Source: an optimization exercise on an open RTL-to-GDS flow (aim: a short achievable clock period and few clock cycles per item). Production flows keep margins and buffers that such runs may drop. Only simulation tests tie the RTL to the original design; equivalence was not proved. The clock port is modelled as an ideal driver; clocking choices that lean on that would not hold on a real chip. Power figures rest on the tool's default switching activity, not on a simulated workload.

===== flow/design.v =====
`timescale 1ns/10ps
module dcache_top (
    input  logic        CLK,
    input  logic        nRST,
    input  logic        halt_i,
    input  logic        dp_ren_i,
    input  logic        dp_wen_i,
    input  logic [31:0] dp_addr_i,
    input  logic [31:0] dp_store_i,
    output logic        dp_hit_o,
    output logic [31:0] dp_load_o,
    output logic        dp_flushed_o,
    output logic        mem_ren_o,
    output logic        mem_wen_o,
    output logic [31:0] mem_addr_o,
    output logic [31:0] mem_store_o,
    input  logic        mem_dwait_i,
    input  logic [31:0] mem_load_i
);
    logic [25:0] tag_q [16];
    logic [31:0] d0_q  [16];
    logic [31:0] d1_q  [16];
    logic [15:0] val_q;
    logic [15:0] dty_q;
    logic [7:0]  mru_q;
    logic        hit_q;
    logic [31:0] load_q;
    logic        flushed_q;
    logic        mren_q;
    logic        mwen_q;
    logic [31:3] maddr_q;
    logic        m2_q;         
    logic [31:0] mstore_q;
    logic [25:0] ftag_q;       
    logic [3:0]  ff_q;         
    logic [31:0] wbd1_q;       
    logic [1:0]  arr_q;        
    logic [1:0]  wm_q;         
    logic        fl_q;         
    logic        halt_q;
    logic [3:0]  fsel_q;       
    logic        fany_q;       
    logic        rwait_q;      
    logic        uhit_q;
    logic        umiss_q;
    logic        a_wr_q;
    logic [2:0]  a_idx_q;
    logic        a_wd_q;
    logic        a_way_q;
    logic [31:0] a_store_q;
    assign dp_hit_o     = hit_q;
    assign dp_load_o    = load_q;
    assign dp_flushed_o = flushed_q;
    assign mem_ren_o    = mren_q;
    assign mem_wen_o    = mwen_q;
    assign mem_addr_o   = {maddr_q, m2_q, 2'b00};
    assign mem_store_o  = mstore_q;
    logic        req;
    logic [25:0] rtag;
    logic [2:0]  ridx;
    logic        rwd;
    logic [15:0] eq;
    logic        m0, m1, hit;
    logic        mru_s;        
    logic        vdv;
    logic [25:0] vtag;
    logic [31:0] vd0;
    logic [31:0] vd1;
    logic        fwd1;
    logic [25:0] mem_free_tag;   
    logic [2:0]  sidx;         
    logic [25:0] t0s, t1s;
    logic [31:0] d00s, d01s, d10s, d11s;    
    logic        dv0s, dv1s;
    logic        eng_idle;
    logic        eng_free;     
    logic        lk, conflict, do_hit, do_miss;
    assign req  = dp_ren_i | dp_wen_i;
    assign rtag = dp_addr_i[31:6];
    assign ridx = dp_addr_i[5:3];
    assign rwd  = dp_addr_i[2];
    for (genvar f = 0; f < 16; f++) begin : g_eq
        assign eq[f] = val_q[f] && (tag_q[f] == rtag);
    end
    assign m0    = eq[{1'b0, ridx}];
    assign m1    = eq[{1'b1, ridx}];
    assign hit   = m0 | m1;
    assign mru_s = mru_q[ridx];
    assign sidx  = halt_q ? fsel_q[2:0] : ridx;
    assign t0s   = tag_q[{1'b0, sidx}];
    assign t1s   = tag_q[{1'b1, sidx}];
    assign d00s  = d0_q[{1'b0, sidx}];
    assign d01s  = d0_q[{1'b1, sidx}];
    assign d10s  = d1_q[{1'b0, sidx}];
    assign d11s  = d1_q[{1'b1, sidx}];
    assign dv0s  = val_q[{1'b0, ridx}] & dty_q[{1'b0, ridx}];
    assign dv1s  = val_q[{1'b1, ridx}] & dty_q[{1'b1, ridx}];
    assign vdv   = mru_s ? dv0s : dv1s;
    assign vtag  = mru_s ? t0s : t1s;
    assign vd0   = mru_s ? d00s : d01s;
    assign vd1   = mru_s ? d10s : d11s;
    assign mem_free_tag = vdv ? vtag : rtag;
    assign eng_idle = ~(mren_q | mwen_q);
    assign eng_free = eng_idle | (mren_q & m2_q & ~mem_dwait_i);
    assign lk       = req & ~hit_q & ~rwait_q;
    assign conflict = ~eng_idle & eq[ff_q] & (ff_q[2:0] == ridx)
                      & ~(rwd ? (arr_q[1] | wm_q[1]) : (arr_q[0] | wm_q[0]));
    assign do_hit   = lk & hit & ~(conflict & ~dp_wen_i);
    assign do_miss  = lk & ~hit & eng_free;
    assign fwd1     = mren_q & m2_q & (ff_q == {~mru_s, ridx}) & ~wm_q[1];
    logic        xdone;
    logic        arrive;       
    logic        rm_ans;       
    logic        wb1_done;
    logic [15:0] fdv;
    logic [3:0]  fsel;
    assign xdone    = (mren_q | mwen_q) & ~mem_dwait_i;
    assign arrive   = mren_q & ~mem_dwait_i;
    assign rm_ans   = rwait_q & arrive & (m2_q == a_wd_q);
    assign wb1_done = mwen_q & m2_q & ~mem_dwait_i;
    assign fdv = val_q & dty_q;
    always_comb begin
        fsel = 4'd0;
        for (int f = 15; f >= 0; f--) begin
            if (fdv[f]) fsel = 4'(f);
        end
    end
    always_ff @(posedge CLK, negedge nRST) begin
        if (!nRST) begin
            halt_q <= 1'b0;
            fany_q <= 1'b0;
            fsel_q <= 4'd0;
        end else begin
            halt_q <= halt_i;
            fany_q <= |fdv;
            fsel_q <= fsel;
        end
    end
    always_ff @(posedge CLK, negedge nRST) begin
        if (!nRST) begin
            mren_q    <= 1'b0;
            mwen_q    <= 1'b0;
            fl_q      <= 1'b0;
            arr_q     <= 2'b00;
            flushed_q <= 1'b0;
        end else begin
            if (eng_free) begin
                arr_q <= 2'b00;
            end else if (arrive) begin
                arr_q[m2_q] <= 1'b1;
            end
            if (halt_q && eng_idle) begin
                if (fany_q) begin
                    mwen_q <= 1'b1;
                    fl_q   <= 1'b1;
                end else begin
                    flushed_q <= 1'b1;
                end
            end else if (eng_free && !halt_q) begin
                mwen_q <= do_miss & vdv;
                mren_q <= do_miss & ~vdv;
            end else if (xdone && m2_q) begin
                if (mwen_q && fl_q) begin
                    mwen_q <= fany_q;
                end else if (mwen_q) begin
                    mwen_q <= 1'b0;
                    mren_q <= 1'b1;
                end else begin
                    mren_q <= 1'b0;
                end
            end
        end
    end
    always_ff @(posedge CLK, negedge nRST) begin
        if (!nRST) begin
            maddr_q  <= '0;
            m2_q     <= 1'b0;
            mstore_q <= '0;
        end else if (eng_free && !halt_q) begin
            maddr_q  <= {mem_free_tag, ridx};
            m2_q     <= 1'b0;
            mstore_q <= vd0;
        end else if ((eng_idle && halt_q) || (wb1_done && fl_q)) begin
            maddr_q  <= {fsel_q[3] ? t1s : t0s, fsel_q[2:0]};
            m2_q     <= 1'b0;
            mstore_q <= fsel_q[3] ? d01s : d00s;
        end else if (xdone) begin
            if (!m2_q) begin
                m2_q     <= 1'b1;
                mstore_q <= wbd1_q;
            end else if (mwen_q) begin
                m2_q    <= 1'b0;
                maddr_q <= {ftag_q, ff_q[2:0]};
            end
        end
    end
    always_ff @(posedge CLK) begin
        if (eng_free && !halt_q) begin
            ftag_q <= rtag;
            ff_q   <= {~mru_s, ridx};
            wbd1_q <= fwd1 ? mem_load_i : vd1;
        end else if ((eng_idle && halt_q) || (wb1_done && fl_q)) begin
            wbd1_q <= fsel_q[3] ? d11s : d10s;
        end
    end
    always_ff @(posedge CLK, negedge nRST) begin
        if (!nRST) begin
            hit_q   <= 1'b0;
            rwait_q <= 1'b0;
            uhit_q  <= 1'b0;
            umiss_q <= 1'b0;
        end else begin
            hit_q   <= do_hit | (do_miss & dp_wen_i) | rm_ans;
            uhit_q  <= do_hit;
            umiss_q <= do_miss;
            if (do_miss && !dp_wen_i) begin
                rwait_q <= 1'b1;
            end else if (rm_ans) begin
                rwait_q <= 1'b0;
            end
        end
    end
    always_ff @(posedge CLK) begin
        load_q <= rwait_q ? mem_load_i : (m1 ? (rwd ? d11s : d01s) : (rwd ? d10s : d00s));
        if (!hit_q && !rwait_q) begin
            a_wr_q    <= dp_wen_i;
            a_idx_q   <= ridx;
            a_wd_q    <= rwd;
            a_way_q   <= hit ? m1 : ~mru_s;
            a_store_q <= dp_store_i;
        end
    end
    logic [3:0] af;
    assign af = {a_way_q, a_idx_q};
    always_ff @(posedge CLK, negedge nRST) begin
        if (!nRST) begin
            val_q <= '0;
            dty_q <= '0;
            mru_q <= '0;
            wm_q  <= 2'b00;
        end else begin
            if (eng_free) begin
                wm_q <= 2'b00;
            end
            if (uhit_q || umiss_q) begin
                mru_q[a_idx_q] <= a_way_q;
                if (a_wr_q) begin
                    dty_q[af] <= 1'b1;
                    if (af == ff_q) begin
                        wm_q[a_wd_q] <= 1'b1;
                    end
                end
            end
            if (umiss_q) begin
                val_q[af] <= 1'b1;
                dty_q[af] <= a_wr_q;
            end
            if (halt_q && fany_q && (eng_idle || (wb1_done && fl_q))) begin
                dty_q[fsel_q] <= 1'b0;
            end
        end
    end
    for (genvar f = 0; f < 16; f++) begin : g_frame
        logic sel;
        logic fill;
        assign sel  = (af == 4'(f));
        assign fill = arrive && (ff_q == 4'(f));
        always_ff @(posedge CLK) begin
            if (umiss_q && sel) begin
                tag_q[f] <= ftag_q;
            end
            if (fill && !m2_q && !wm_q[0]) begin
                d0_q[f] <= mem_load_i;
            end
            if (fill && m2_q && !wm_q[1]) begin
                d1_q[f] <= mem_load_i;
            end
            if ((uhit_q || umiss_q) && a_wr_q && sel) begin
                if (a_wd_q) begin
                    d1_q[f] <= a_store_q;
                end else begin
                    d0_q[f] <= a_store_q;
                end
            end
        end
    end
endmodule

===== flow/flow/run.sh =====
#!/bin/bash
# The standard layout, with two changes to how it is made:
#  - the resizer may swap a cell for one of another footprint (MATCH_CELL_FOOTPRINT=0), so it can
#    size gates and flip-flops up while repairing timing;
#  - the buffer that every input and output port gets is a buf_4 rather than the delay cell that
#    buffer_ports picks by default.
# Synthesis, floorplan, power grid, placement, CTS and routing are otherwise the standard ones.
# make's full output goes to standard.log in this folder; ORFS's per-step logs stay under orfs/logs.
set -euo pipefail
bash standard.sh MATCH_CELL_FOOTPRINT=0 "BUFFER_PORTS_ARGS=-buffer_cell sky130_fd_sc_hd__buf_4" finish > standard.log 2>&1

===== flow/standard.sh =====
#!/bin/bash
# synth_recipe.tcl (not shown) runs the flow's synth.tcl, then flattens the netlist and writes it again
# the make line also repeats each setting of config.mk as NAME=value (left out here)
make -C /OpenROAD-flow-scripts/flow DESIGN_CONFIG=/design/flow/config.mk WORK_HOME=/design/flow/orfs CLKGATE_MAP_FILE= SYNTH_SCRIPT=/design/flow/synth_recipe.tcl "${@:-finish}"

===== flow/config.mk =====
export PLATFORM = sky130hd
export DESIGN_NAME = dcache_top
export DESIGN_NICKNAME = dcache_top
export VERILOG_FILES = /design/flow/design.v
export SDC_FILE = /design/flow/constraint.sdc
export NUM_CORES = 4
export LEC_CHECK = 0
export ABC_CLOCK_PERIOD_IN_PS = 1500
export CAP_MARGIN = 20
export CORE_MARGIN = 2
export CORE_UTILIZATION = 50
export PLACE_DENSITY = 0.65
export SETUP_SLACK_MARGIN = 4.2
export SLEW_MARGIN = 20
export TNS_END_PERCENT = 10

===== flow/constraint.sdc =====
create_clock -name core_clock -period 7.0 [get_ports {CLK}]
set_input_delay 1.4000 -clock core_clock [delete_from_list [all_inputs] [get_ports {CLK}]]
set_output_delay 1.4000 -clock core_clock [all_outputs]
set_load 0.01 [all_outputs]

==> results.cfg, run 1 <==
[setup_path]
worst_path_largest_cell_delay_ns = 0.95
start_kind = flip-flop
crit_arrival_ns = 4.33
cp_cell_sequence = nand2b_1 -> nor3_1 -> nand2_2 -> buf_4 -> mux2i_1 -> o21ai_0
cp_slowest_cell = nor3_1
crit_fanout = 18
end_kind = flip-flop
required_ns = 7.76
rrSetupSlack_ns = 3.42
worstSetupPathType = reg -> reg

[sta]
rsz0062_at_grt = true
period_share_pct = 51.1
relSlewSlack_pct = 18.9
final_max_slew_viol_count = 0
max_freq_ghz = 0.279
setup_tns_ns = 0
setup_viol = 0
worst_slew_pin_slew_ns = 1.22
hold_viol = 0
min_period_ns = 3.58
skew_ns = 0.0387

[placed_design]
globalplace.congestion = 0.999
portBuffers = 197
place_inst = 10500
dp_hpwl_mm = 216

[logic_synthesis]
yosysSeqAreaShare_pct = 47.8
synth-edff-count = 516
synthFlopType = dfxtp_1
syn_area_sq_mm = 0.0829
yosysWarningCount = 4
async_flop_share_pct = 7.09
synthDistinctLibCells = 77
synth_area_per_cell_sq_um = 9.51
yosys.area.top_type = dfxtp_1
yosysTopAreaCellShare_pct = 25.5
synthCells = 8723
synthTopCellsByArea = dfxtp_1, edfxtp_1, mux2i_1
ys_ff_latch = 1692

[global_routing]
grt_pass1_vias = 69300
globalRouteOverflowTotal = 0
grt_max_degree = 65
track_usage_pct = 44.3
grt_first_pass_wirelength_mm = 531
antenna_found_initial = 26

[pwr]
clkPwrFrac_pct = 43.9
intPower_uw = 16900
p_per_area_mw_per_mm2 = 225
irDropWorstVdd_mv = 0.280
comb_power_share_pct = 10.9
p_leak_uw = 0.0437
swShare_pct = 26.1
sequentialPowerShare_pct = 45.2
switchingPower_uw = 5960

[finish]
multi_input_area_sq_mm = 0.0429
area_delta_synth_final_pct = 22.5
instances_no_fill = 11300
nFillCells = 13300
drive_gt1_share_pct = 19.3
ff_latch_area_sq_mm = 0.0397
nets = 9027

[run]
cap_violations = 0

[cts]
cts_buffers = 183
path_clk_slew_ns = 0.07
hold_buffers = 0
cts.path.max_buffers = 3
root_buffer = clkbuf_16
htreeDepth = 4
insertion_delay_ns = 0.86
clock_sinks = 1692
cts_tree = built

[die]
io_pins = 202
start_util_pct = 50.3
die_x_um = 411
rows = 149
die_area_sq_mm = 0.169
die_h_um = 411
core_region_area_sq_mm = 0.165

[detailed_routing]
num_vias = 77900
routed_wl_mm = 401
antenna_left = 0
wl_per_cell_um = 35.6
first_pass_iters = 13
post-route-drc-count = 0
drtIter0Drc = 14700
viasPerCell = 6.91

[status]
status = finished clean

[hold_path]
hold_class = reg -> reg
==> cells in the final DEF (no fill, tap or decap), types with 47 or more instances in the layout <==
cell and n:
edfxtp_1 516, nand4_1 88, xnor2_2 50, dfrtp_1 109
a22o_1 82, buf_8 49, a31oi_1 69, a22oi_1 203
o211ai_1 48, nor2_4 47, buf_6 90, nand2_2 47
o21ai_1 72, buf_12 107, a21oi_1 765, buf_4 551
clkbuf_16 238, mux2i_1 1146, o21ai_0 610, a221oi_1 62
dfxtp_1 1056, nor2_1 752, xnor2_1 239, nand2_1 878
xor2_1 137
==> layer usage <==
layer | vias to the layer above | global-route usage, % | share of wire, %
li1 | 31800 | - | -
met1 | 36900 | 56.1 | 35
met2 | 7198 | 59.4 | 39
met3 | 1936 | 21.0 | 18
met4 | 27 | 29.7 | 8.5
met5 | - | 0.0565 | 0.14
==> area by class of cell <==
type	count	area share, %
Multi-Input combinational cell	6139	42.3
Sequential cell	1692	39.0
Timing Repair Buffer	871	9.77
Clock buffer	281	5.49
Tap cell	2189	2.70
Clock inverter	57	0.543
Inverter	26	0.145
Antenna cell	17	0.0419
Timing Repair inverter	2	0.0222
==> metrics by stage <==
stage | instance area (sq um) | setup slack [ns] | power, uW | hold WS, ns | util (%)
after floorplan | 83900 | 3.57 | 11500 | 0.443 | -
after global placement | 86100 | 1.73 | 12200 | 0.460 | 52.2
after detailed placement | 86200 | 1.77 | 12200 | 0.463 | 52.3
after CTS | 97300 | 3.66 | 22300 | 0.477 | 59.0
after global routing | 102000 | 3.46 | 23200 | 0.503 | 61.6
final | 102000 | 3.42 | 22900 | 0.474 | 61.7
==> what timing repair did <==
item / CTS / global route
setup buffers: 223 / 147
setup endpoints to repair: 1224 / 1125
endpoints found under the hold margin: 0 / 0
gates resized for setup: 448 / 504
pin swaps: 98 / 212
cloned: 50 / 29
==> sequential cells by signal, indices dropped and copies added, names as in the netlist, 2 cells and up <==
name       cells
load_q        32
d1_q         512
dty_q         16
a_idx_q        3
a_store_q     32
tag_q        416
mstore_q      32
d0_q         512
wbd1_q        32
mru_q          8
wm_q           2
val_q         16
fsel_q         4
ftag_q        26
ff_q           4
maddr_q       29
arr_q          2
==> synthesized netlist by cell type (14+ instances only) <==
cell type and number:
edfxtp_1 516, mux4_2 14, inv_1 23, a21oi_1 814, nor4_1 44, a31oi_1 74, a211oi_1 27, buf_4 46
nand2_1 938, nor3_1 53, a222oi_1 29, and2_1 26, dfxtp_1 1056, a221oi_1 121, buf_6 19, o22ai_1 46
xnor2_1 291, buf_1 137, clkbuf_1 508, dfrtp_1 120, mux2i_1 1156, xor2_1 137, and3_1 57, o211ai_1 48
mux2_2 43, nand3_1 38, o21ai_0 696, buf_2 174, nand2b_1 32, a22oi_1 227, nand4_1 88, a22o_1 85
a221o_1 41, a311oi_1 18, nor2_1 811
==> power by group through the flow <==
| stage | Sequential (uW) | Combinational, uW | Clock, uW |
|---|---|---|---|
| after floorplan | 10500 | 1000 | 0 |
| after global placement | 10500 | 1680 | 0 |
| after detailed placement | 10500 | 1690 | 0 |
| after CTS | 10300 | 2050 | 9980 |
| after global routing | 10300 | 2490 | 10400 |
| final | 10300 | 2490 | 10000 |
==> cell families (layout without fill, tap and decap cells) <==
family	after synthesis	count (layout)	synth area share, %
mux	1214	1219	14.9
simple gates	2126	2139	10.7
compound gates	2340	2341	17.1
fa+ha+maj	10	10	0.151
other cells	1	19	0.00452
flops	1692	1692	47.8
buf+inv	912	1237	4.77
xor+xnor	428	428	4.52
==> worst max-delay path: cells and delay by family, from the launching register on <==
family,cells,cell delay (ns)
buffers and inverters,1,0.53
AND/OR/NAND/NOR,3,1.96
AO/OA/AOI/OAI,1,0.20
multiplexers,1,0.18
flip-flops,1,0.57
==> path summary, 6_finish.rpt <==
| kind | start | endpoint | cells after the start |
|---|---|---|---|
| setup / recovery | ff_q[3] | d0_q[7][6] | 6 |
| min in group asynchronous | nRST | val_q[8] | 1 |
| hold reg to reg | mru_q[3] | mru_q[3] | 2 |
| setup reg to reg | ff_q[3] | d0_q[7][6] | 6 |
| hold / removal | mru_q[3] | mru_q[3] | 2 |
| max in group asynchronous | nRST | umiss_q | 2 |
Testbench counts, summed over its fixed seeds: cycles 19,686, requests 4,800.
==> inputs of run 2 (changes only) <==
--- a/flow/design.v
+++ b/flow/design.v
@@ -59,14 +59,16 @@
     logic [25:0] rtag;
     logic [2:0]  ridx;
     logic        rwd;
-    logic [15:0] eq;
-    logic        m0, m1, hit;
+    logic [15:0] hitf;         
+    logic [15:0] allow;        
+    logic [7:0]  dec;
+    logic        m1, hit, ghit;
     logic        mru_s;        
     logic        vdv;
     logic [25:0] vtag;
     logic [31:0] vd0;
     logic [31:0] vd1;
-    logic        fwd1;
+    logic        wway;
     logic [25:0] mem_free_tag;   
     logic [2:0]  sidx;         
     logic [25:0] t0s, t1s;
@@ -74,17 +76,22 @@
     logic        dv0s, dv1s;
     logic        eng_idle;
     logic        eng_free;     
-    logic        lk, conflict, do_hit, do_miss;
+    logic        lk, do_hit, do_miss;
     assign req  = dp_ren_i | dp_wen_i;
     assign rtag = dp_addr_i[31:6];
     assign ridx = dp_addr_i[5:3];
     assign rwd  = dp_addr_i[2];
-    for (genvar f = 0; f < 16; f++) begin : g_eq
-        assign eq[f] = val_q[f] && (tag_q[f] == rtag);
-    end
-    assign m0    = eq[{1'b0, ridx}];
-    assign m1    = eq[{1'b1, ridx}];
-    assign hit   = m0 | m1;
+    for (genvar f = 0; f < 16; f++) begin : g_hit
+        assign hitf[f]  = val_q[f] && dec[f % 8] && (tag_q[f] == rtag);
+        assign allow[f] = ~(~eng_idle && (ff_q == 4'(f)) && !dp_wen_i
+                            && !(rwd ? (arr_q[1] | wm_q[1]) : (arr_q[0] | wm_q[0])));
+    end
+    for (genvar s = 0; s < 8; s++) begin : g_dec
+        assign dec[s] = (ridx == 3'(s));
+    end
+    assign hit   = |hitf;
+    assign ghit  = |(hitf & allow);
+    assign m1    = |hitf[15:8];
     assign mru_s = mru_q[ridx];
     assign sidx  = halt_q ? fsel_q[2:0] : ridx;
     assign t0s   = tag_q[{1'b0, sidx}];
@@ -95,19 +102,17 @@
     assign d11s  = d1_q[{1'b1, sidx}];
     assign dv0s  = val_q[{1'b0, ridx}] & dty_q[{1'b0, ridx}];
     assign dv1s  = val_q[{1'b1, ridx}] & dty_q[{1'b1, ridx}];
+    assign wway  = halt_q ? fsel_q[3] : ~mru_s;
     assign vdv   = mru_s ? dv0s : dv1s;
-    assign vtag  = mru_s ? t0s : t1s;
-    assign vd0   = mru_s ? d00s : d01s;
-    assign vd1   = mru_s ? d10s : d11s;
+    assign vtag  = wway ? t1s : t0s;
+    assign vd0   = wway ? d01s : d00s;
+    assign vd1   = wway ? d11s : d10s;
     assign mem_free_tag = vdv ? vtag : rtag;
     assign eng_idle = ~(mren_q | mwen_q);
     assign eng_free = eng_idle | (mren_q & m2_q & ~mem_dwait_i);
     assign lk       = req & ~hit_q & ~rwait_q;
-    assign conflict = ~eng_idle & eq[ff_q] & (ff_q[2:0] == ridx)
-                      & ~(rwd ? (arr_q[1] | wm_q[1]) : (arr_q[0] | wm_q[0]));
-    assign do_hit   = lk & hit & ~(conflict & ~dp_wen_i);
-    assign do_miss  = lk & ~hit & eng_free;
-    assign fwd1     = mren_q & m2_q & (ff_q == {~mru_s, ridx}) & ~wm_q[1];
+    assign do_hit   = lk & ghit;
+    assign do_miss  = lk & ~hit & eng_free & ~(mren_q & (ff_q == {~mru_s, ridx}));
     logic        xdone;
     logic        arrive;       
     logic        rm_ans;       
@@ -181,9 +186,9 @@
             m2_q     <= 1'b0;
             mstore_q <= vd0;
         end else if ((eng_idle && halt_q) || (wb1_done && fl_q)) begin
-            maddr_q  <= {fsel_q[3] ? t1s : t0s, fsel_q[2:0]};
+            maddr_q  <= {vtag, fsel_q[2:0]};
             m2_q     <= 1'b0;
-            mstore_q <= fsel_q[3] ? d01s : d00s;
+            mstore_q <= vd0;
         end else if (xdone) begin
             if (!m2_q) begin
                 m2_q     <= 1'b1;
@@ -198,9 +203,9 @@
         if (eng_free && !halt_q) begin
             ftag_q <= rtag;
             ff_q   <= {~mru_s, ridx};
-            wbd1_q <= fwd1 ? mem_load_i : vd1;
+            wbd1_q <= vd1;
         end else if ((eng_idle && halt_q) || (wb1_done && fl_q)) begin
-            wbd1_q <= fsel_q[3] ? d11s : d10s;
+            wbd1_q <= vd1;
         end
     end
     always_ff @(posedge CLK, negedge nRST) begin
==> flow/flow/run.sh (replaced) <==
#!/bin/bash
# The standard layout, with three changes to how it is made:
#  - the resizer may swap a cell for one of another footprint (MATCH_CELL_FOOTPRINT=0), so it can
#    size gates and flip-flops up while repairing timing;
#  - the buffer that every input and output port gets is a buf_4 rather than the delay cell that
#    buffer_ports picks by default;
#  - after CTS, post_cts.tcl runs two more setup-repair passes and legalizes the placement again.
# Synthesis, floorplan, power grid, placement, CTS and routing are otherwise the standard ones.
# make's full output goes to standard.log in this folder; ORFS's per-step logs stay under orfs/logs.
set -euo pipefail
here=$(pwd)
bash standard.sh MATCH_CELL_FOOTPRINT=0 "BUFFER_PORTS_ARGS=-buffer_cell sky130_fd_sc_hd__buf_4" \
  "POST_CTS_TCL=$here/flow/post_cts.tcl" finish > standard.log 2>&1
==> flow/flow/post_cts.tcl (new file) <==
# Sourced by ORFS's cts.tcl (POST_CTS hook), after its own repair_timing and detailed placement:
# two more setup-repair passes with the same margin, then legalize the placement again.
estimate_parasitics -placement
for {set i 0} {$i < 2} {incr i} {
  repair_timing -setup -setup_margin $::env(SETUP_SLACK_MARGIN) -repair_tns 100 -verbose
}
detailed_placement
check_placement -verbose
estimate_parasitics -placement
report_wns
--- a/flow/config.mk
+++ b/flow/config.mk
@@ -8,8 +8,8 @@
 export ABC_CLOCK_PERIOD_IN_PS = 1500
 export CAP_MARGIN = 20
 export CORE_MARGIN = 2
-export CORE_UTILIZATION = 50
-export PLACE_DENSITY = 0.65
+export CORE_UTILIZATION = 40
+export PLACE_DENSITY = 0.6
 export SETUP_SLACK_MARGIN = 4.2
 export SLEW_MARGIN = 20
-export TNS_END_PERCENT = 10
+export TNS_END_PERCENT = 100
==> results.cfg, run 2 <==
[status]
status = finished clean

[pwr]
irDropWorstVdd_mv = 0.328
intPower_uw = 26800
swShare_pct = 39.2
clkPwrFrac_pct = 22.9
p_leak_uw = 0.0384
sequentialPowerShare_pct = 36.1
comb_power_share_pct = 41.0
p_per_area_mw_per_mm2 = 423
switchingPower_uw = 17300

[logic_synthesis]
synth_area_per_cell_sq_um = 8.66
yosysMostFrequentCell = a21oi_1
synthDistinctLibCells = 75
synth_common_cells = a21oi_1, nor2_1, dfxtp_1
synth_top_family_by_area = compound AO/OA/AOI/OAI gates
synthTopCellsByArea = dfxtp_1, edfxtp_1, a21oi_1
synthCells = 9337
yosysTopAreaCellShare_pct = 26.1
synth_xor_area_share_pct = 4.63
yosys.area.top_type = dfxtp_1
yosysSeqAreaShare_pct = 49.0
synthMuxAreaShare_pct = 5.30
syn_area_sq_mm = 0.0809
yosysWarningCount = 4
async_flop_share_pct = 7.09
synth_fa_ha_area_share_pct = 0.155
synthFlopType = dfxtp_1
synth-edff-count = 516
synth_compound_area_share_pct = 20.8
ys_ff_latch = 1692
synthSimpleGateAreaFrac_pct = 15.3

[detailed_routing]
antenna_left = 0
wl_per_cell_um = 32.7
first_pass_iters = 7
num_vias = 78700
routed_wl_mm = 407
viasPerCell = 6.32
post-route-drc-count = 0
drtIter0Drc = 12100

[finish]
utilization_pct = 51.7
reg.largest.list = d0_q (512), d1_q (512), tag_q (416)
nets = 9718
layout_common_cells = a21oi_1, nor2_1, dfxtp_1
drive_gt1_share_pct = 23.6
finalInstanceArea_sq_mm = 0.104
nFillCells = 17900
layout_commonest_cell = a21oi_1
area_delta_synth_final_pct = 28.8

[global_routing]
globalRouteOverflowTotal = 0
grt_first_pass_wirelength_mm = 560
antenna_found_initial = 13
track_usage_pct = 38.2
grt_max_degree = 65
grt_pass1_vias = 73200

[setup_path]
required_ns = 7.78
rr_worst_depth = 13
startpoint = dp_addr_i[5]
rr_endpoint = maddr_q[31]
worstSetupPathType = in -> reg
cp_slowest_cell = mux4_2
rr_startpoint = halt_q
worst_path_largest_cell_delay_ns = 0.48
crit_top_cell = buf_12
cp_cell_sequence = buf_16 -> buf_6 -> buf_6 -> mux2_8 -> buf_6 -> buf_12 -> nor2_4 -> buf_12 -> buf_12 -> buf_16 -> a22o_1 -> nor3_4 -> buf_12 -> mux4_2 -> mux2i_4
crit_fanout = 8
rrSetupSlack_ns = 3.78
start_kind = primary input
crit_arrival_ns = 4.05
end_kind = flip-flop

[cts]
clock_sinks = 1692
cts_tree = built
insertion_delay_ns = 0.90
path_clk_slew_ns = 0.06

[run]
cap_violations = 0

[sta]
setup_viol = 0
fin_ws_ns = 3.73
period_share_pct = 46.7
setup_tns_ns = 0
worst_slew_pin_slew_ns = 1.27
min_period_ns = 3.27
skew_ns = 0.0548
hold-worst-slack_ns = 0.494
hold_viol = 0
final_max_slew_viol_count = 0
max_freq_ghz = 0.306
rsz0062_at_grt = true
relSlewSlack_pct = 15.5

[placed_design]
portBuffers = 197
dp_slack_ns = 1.82
place_area_sq_mm = 0.0865
dp_hpwl_mm = 217
globalplace.congestion = 0.971

[die]
die_h_um = 454
die_x_um = 454
io_pins = 202
rows = 165
core_region_area_sq_mm = 0.201
die_area_sq_mm = 0.206
start_util_pct = 40.1

[hold_path]
holdPathStages = 1
hold_class = reg -> reg
hp-start = arr_q[1]
holdPathEnd = arr_q[1]
run 2: changes by cell type after synthesis, sizes merged, moves of 86 or more:
cell,previous run,this run
a21oi,817,1684
mux2i,1157,302
nor2,815,1653
o21ai,707,567
buf,376,238
clkbuf,510,636
nand2,938,852
run 2: power groups by stage:
stage	logic [uW]	clock network, uW	registers [uW]
5_1_grt	18700	10500	16200
3_5_place_dp	13100	0	15800
6_report	18100	10100	15900
2_1_floorplan	8230	0	15200
3_3_place_gp	12900	0	15700
run 2: kinds of logic (layout without fill, tap and decap cells):
| family | after synthesis | in the layout |
|---|---|---|
| buffers and inverters | 923 | 1326 |
| flip-flops | 1692 | 1692 |
| other | 1 | 18 |
| multiplexers | 363 | 365 |
| XOR/XNOR | 428 | 428 |
| adder cells (fa/ha/maj) | 10 | 10 |
| AND/OR/NAND/NOR | 2971 | 2989 |
| AO/OA/AOI/OAI | 2949 | 2949 |
run 2: how the worst max path moves through the flow:
stage,end,slack (ns),cells after the start
global placement,load_q[19],1.85,11
detailed placement,load_q[19],1.82,11
finish,load_q[14],3.73,15
global route,maddr_q[9],3.72,13
floorplan,maddr_q[15],3.62,10
run 2: critical path: cells and delay by family:
kind | cells | cell delay [ns]
compound gates | 1 | 0.19
buf+inv | 9 | 1.23
mux | 3 | 1.04
simple gates | 2 | 0.14
run 2: layout make-up:
cell class / instances / area, sq um / share of cell area [%]
multi-input cells: 6743 / 43300 / 41.5
inverters: 49 / 186 / 0.179
well taps: 2672 / 3340 / 3.21
clock inverters: 62 / 651 / 0.624
flip-flops and latches: 1692 / 39700 / 38.1
clock buffers: 280 / 5480 / 5.26
repair buffers: 935 / 11500 / 11.0
diodes: 16 / 40.0 / 0.0384
run 2: per-layer routing:
metal  vias up  share of wire, %  track usage (%)
met1     37400                34             43.9
met2      5933                43             57.1
met5         -             0.010                0
li1      33600                 -                -
met3      1836                12             11.6
met4         6                11             35.1
run 2: stage by stage:
step / cells / total power (uW)
final: 12400 / 44100
after global routing: 12400 / 45400
after detailed placement: 11600 / 29000
after global placement: 11600 / 28500
after floorplan: 9338 / 23400
Testbench counts of run 2, summed over its fixed seeds: cycles 19,690, requests 4,800.
==> inputs of run 3 (changes only) <==
--- a/flow/config.mk
+++ b/flow/config.mk
@@ -8,8 +8,8 @@
 export ABC_CLOCK_PERIOD_IN_PS = 1500
 export CAP_MARGIN = 20
 export CORE_MARGIN = 2
-export CORE_UTILIZATION = 40
-export PLACE_DENSITY = 0.6
+export CORE_UTILIZATION = 35
+export PLACE_DENSITY = 0.55
 export SETUP_SLACK_MARGIN = 4.2
 export SLEW_MARGIN = 20
 export TNS_END_PERCENT = 100
==> results.cfg, run 3 <==
[status]
status = finished clean

[setup_path]
end_kind = flip-flop
rr_endpoint = maddr_q[26]
crit_arrival_ns = 4.04
rrSetupSlack_ns = 3.79
rr_startpoint = halt_q
rr_worst_depth = 13
startpoint = dp_addr_i[5]
start_kind = primary input
crit_fanout = 8
required_ns = 7.77
worstSetupPathType = in -> reg
crit_path_end = load_q[1]

[finish]
nets = 9742
utilization_pct = 45.8
reg.largest.list = d0_q (512), d1_q (512), tag_q (416)
ff_latch_area_sq_mm = 0.0398
drive_gt1_share_pct = 24.0
nFillCells = 21400
instances_no_fill = 12800
layout_common_cells = a21oi_1, nor2_1, dfxtp_1
multi_input_area_sq_mm = 0.0435
layout_commonest_cell = a21oi_1
area_delta_synth_final_pct = 30.3

[detailed_routing]
num_vias = 79000
wl_per_cell_um = 32.8
first_pass_iters = 9
drtIter0Drc = 11200
viasPerCell = 6.16
antenna_left = 0
post-route-drc-count = 0
routed_wl_mm = 421

[logic_synthesis]
synth-edff-count = 516
yosysWarningCount = 4
synthSimpleGateAreaFrac_pct = 15.3
synth_top_family_by_area = compound AO/OA/AOI/OAI gates
synth_common_cells = a21oi_1, nor2_1, dfxtp_1
yosysTopAreaCellShare_pct = 26.1
synthCells = 9337
syn_area_sq_mm = 0.0809
yosysMostFrequentCell = a21oi_1
synth_area_per_cell_sq_um = 8.66
synthTopCellsByArea = dfxtp_1, edfxtp_1, a21oi_1
async_flop_share_pct = 7.09
yosysSeqAreaShare_pct = 49.0
synthDistinctLibCells = 75
yosys.area.top_type = dfxtp_1
synthMuxAreaShare_pct = 5.30
synth_xor_area_share_pct = 4.63
synth_compound_area_share_pct = 20.8
ys_ff_latch = 1692
synthFlopType = dfxtp_1
synth_fa_ha_area_share_pct = 0.155

[die]
die_area_sq_mm = 0.235
io_pins = 202
core_region_area_sq_mm = 0.230
die_x_um = 485
die_h_um = 485
start_util_pct = 35.2
rows = 176

[placed_design]
place_inst = 11900
dp_hpwl_mm = 224
portBuffers = 197
globalplace.congestion = 0.956
dp_slack_ns = 1.85

[sta]
hold_viol = 0
worst_slew_pin_slew_ns = 1.12
setup_tns_ns = 0
max_freq_ghz = 0.306
min_period_ns = 3.27
setup_viol = 0
final_max_slew_viol_count = 0
fin_ws_ns = 3.73
relSlewSlack_pct = 25.0
skew_ns = 0.0833
rsz0062_at_grt = true
period_share_pct = 46.7

[global_routing]
track_usage_pct = 34.1
grt_pass1_vias = 72500
globalRouteOverflowTotal = 0
grt_max_degree = 90
antenna_found_initial = 23
grt_first_pass_wirelength_mm = 571

[run]
cap_violations = 0

[pwr]
p_per_area_mw_per_mm2 = 419
irDropWorstVdd_mv = 0.253
fin_total_pwr_uw = 44200
p_leak_uw = 0.0387

[cts]
clock_sinks = 1692
insertion_delay_ns = 0.89
path_clk_slew_ns = 0.06
cts_tree = built

[hold_path]
hold_class = reg -> reg
## run 3: worst min path at each step
| stage | from | cells past startpoint | endpoint |
|---|---|---|---|
| 2_1_floorplan | mru_q[3] | 2 | mru_q[3] |
| 3_3_place_gp | mru_q[1] | 2 | mru_q[1] |
| 3_5_place_dp | mru_q[7] | 2 | mru_q[7] |
| 5_1_grt | mru_q[5] | 2 | mru_q[5] |
| 6_report | mru_q[7] | 2 | mru_q[7] |
## run 3: cells by family (layout without fill, tap and decap cells)
| group | count (synthesis) | count (layout) |
|---|---|---|
| AND/OR/NAND/NOR | 2971 | 2986 |
| AO/OA/AOI/OAI | 2949 | 2951 |
| flip-flops | 1692 | 1692 |
| buffers and inverters | 923 | 1358 |
| XOR/XNOR | 428 | 428 |
| multiplexers | 363 | 367 |
| adder cells (fa/ha/maj) | 10 | 10 |
| other | 1 | 11 |
## run 3: metrics by stage
step	instance area [sq um]	hold WS, ns
floorplan	84200	0.443
global placement	86900	0.469
detailed placement	86900	0.464
global route	105000	0.511
finish	105000	0.470
## run 3: final cells by class
cell class	instances	share of cell area, %
Clock buffer	299	5.27
Tap cell	3026	3.59
Antenna cell	9	0.0214
Timing Repair Buffer	954	11.3
Clock inverter	56	0.601
Multi-Input combinational cell	6744	41.3
Inverter	49	0.177
Sequential cell	1692	37.7
## run 3: per-layer routing
metal | global-route usage, % | routed length [um]
met2 | 51.0 | 179000
met1 | 41.6 | 151000
met4 | 27.6 | 41000
met5 | 0 | 94
met3 | 8.57 | 49800
## run 3: critical path: stages
cell and delay (ns):
buf_16 0.13, buf_8 0.13, buf_12 0.13, and3b_2 0.27, nand4_1 0.12, nor4_2 0.28
nand3_1 0.26, nand4_1 0.25, nor2_4 0.07, buf_12 0.15, buf_16 0.17, buf_16 0.18
mux4_2 0.29, mux2i_1 0.18
## run 3: power by group
group          switching, uW  internal [uW]
Clock                   4450           5660
Sequential              2400          13600
Combinational          10600           7470
Total                  17400          26700

-- re-timing with driven ports --
Ports are ideal in the flow. The routed layouts listed here were re-timed in OpenROAD.
Step 1 sets driving cells, clkbuf_16 on the clock port and buf_2 on the other inputs (assumed; they add their load-dependent delay and slew).
Step 2, shift: input delay + t, output delay - t, t = (earliest + latest rising clock arrival at the registers) / 2. This alone moves slack from input paths to output paths.
a / b / c = no drivers / after step 1 / after step 2; a / b = the first two.
| run | t (ns) | setup slack, ns | worst hold slack (ns) | latest minus earliest clock arrival (ns) | worst data-port slew with drivers (ns) |
|---|---|---|---|---|---|
| run 1 | 0.919 | 3.422 / 3.422 / 2.515 | 0.474 / 0.466 / 0.474 | 0.040 / 0.040 | 0.25 |
| run 2 | 0.969 | 3.731 / 3.685 / 2.716 | 0.494 / 0.464 / 0.494 | 0.056 / 0.056 | 0.25 |
| run 3 | 0.943 | 3.734 / 3.682 / 2.739 | 0.470 / 0.470 / 0.470 | 0.089 / 0.089 | 0.26 |
After both steps setup and hold are still met in every run listed. The setup slack of run 2, which loses most, moves by -0.046 ns with the drivers and by -1.015 ns with both steps.
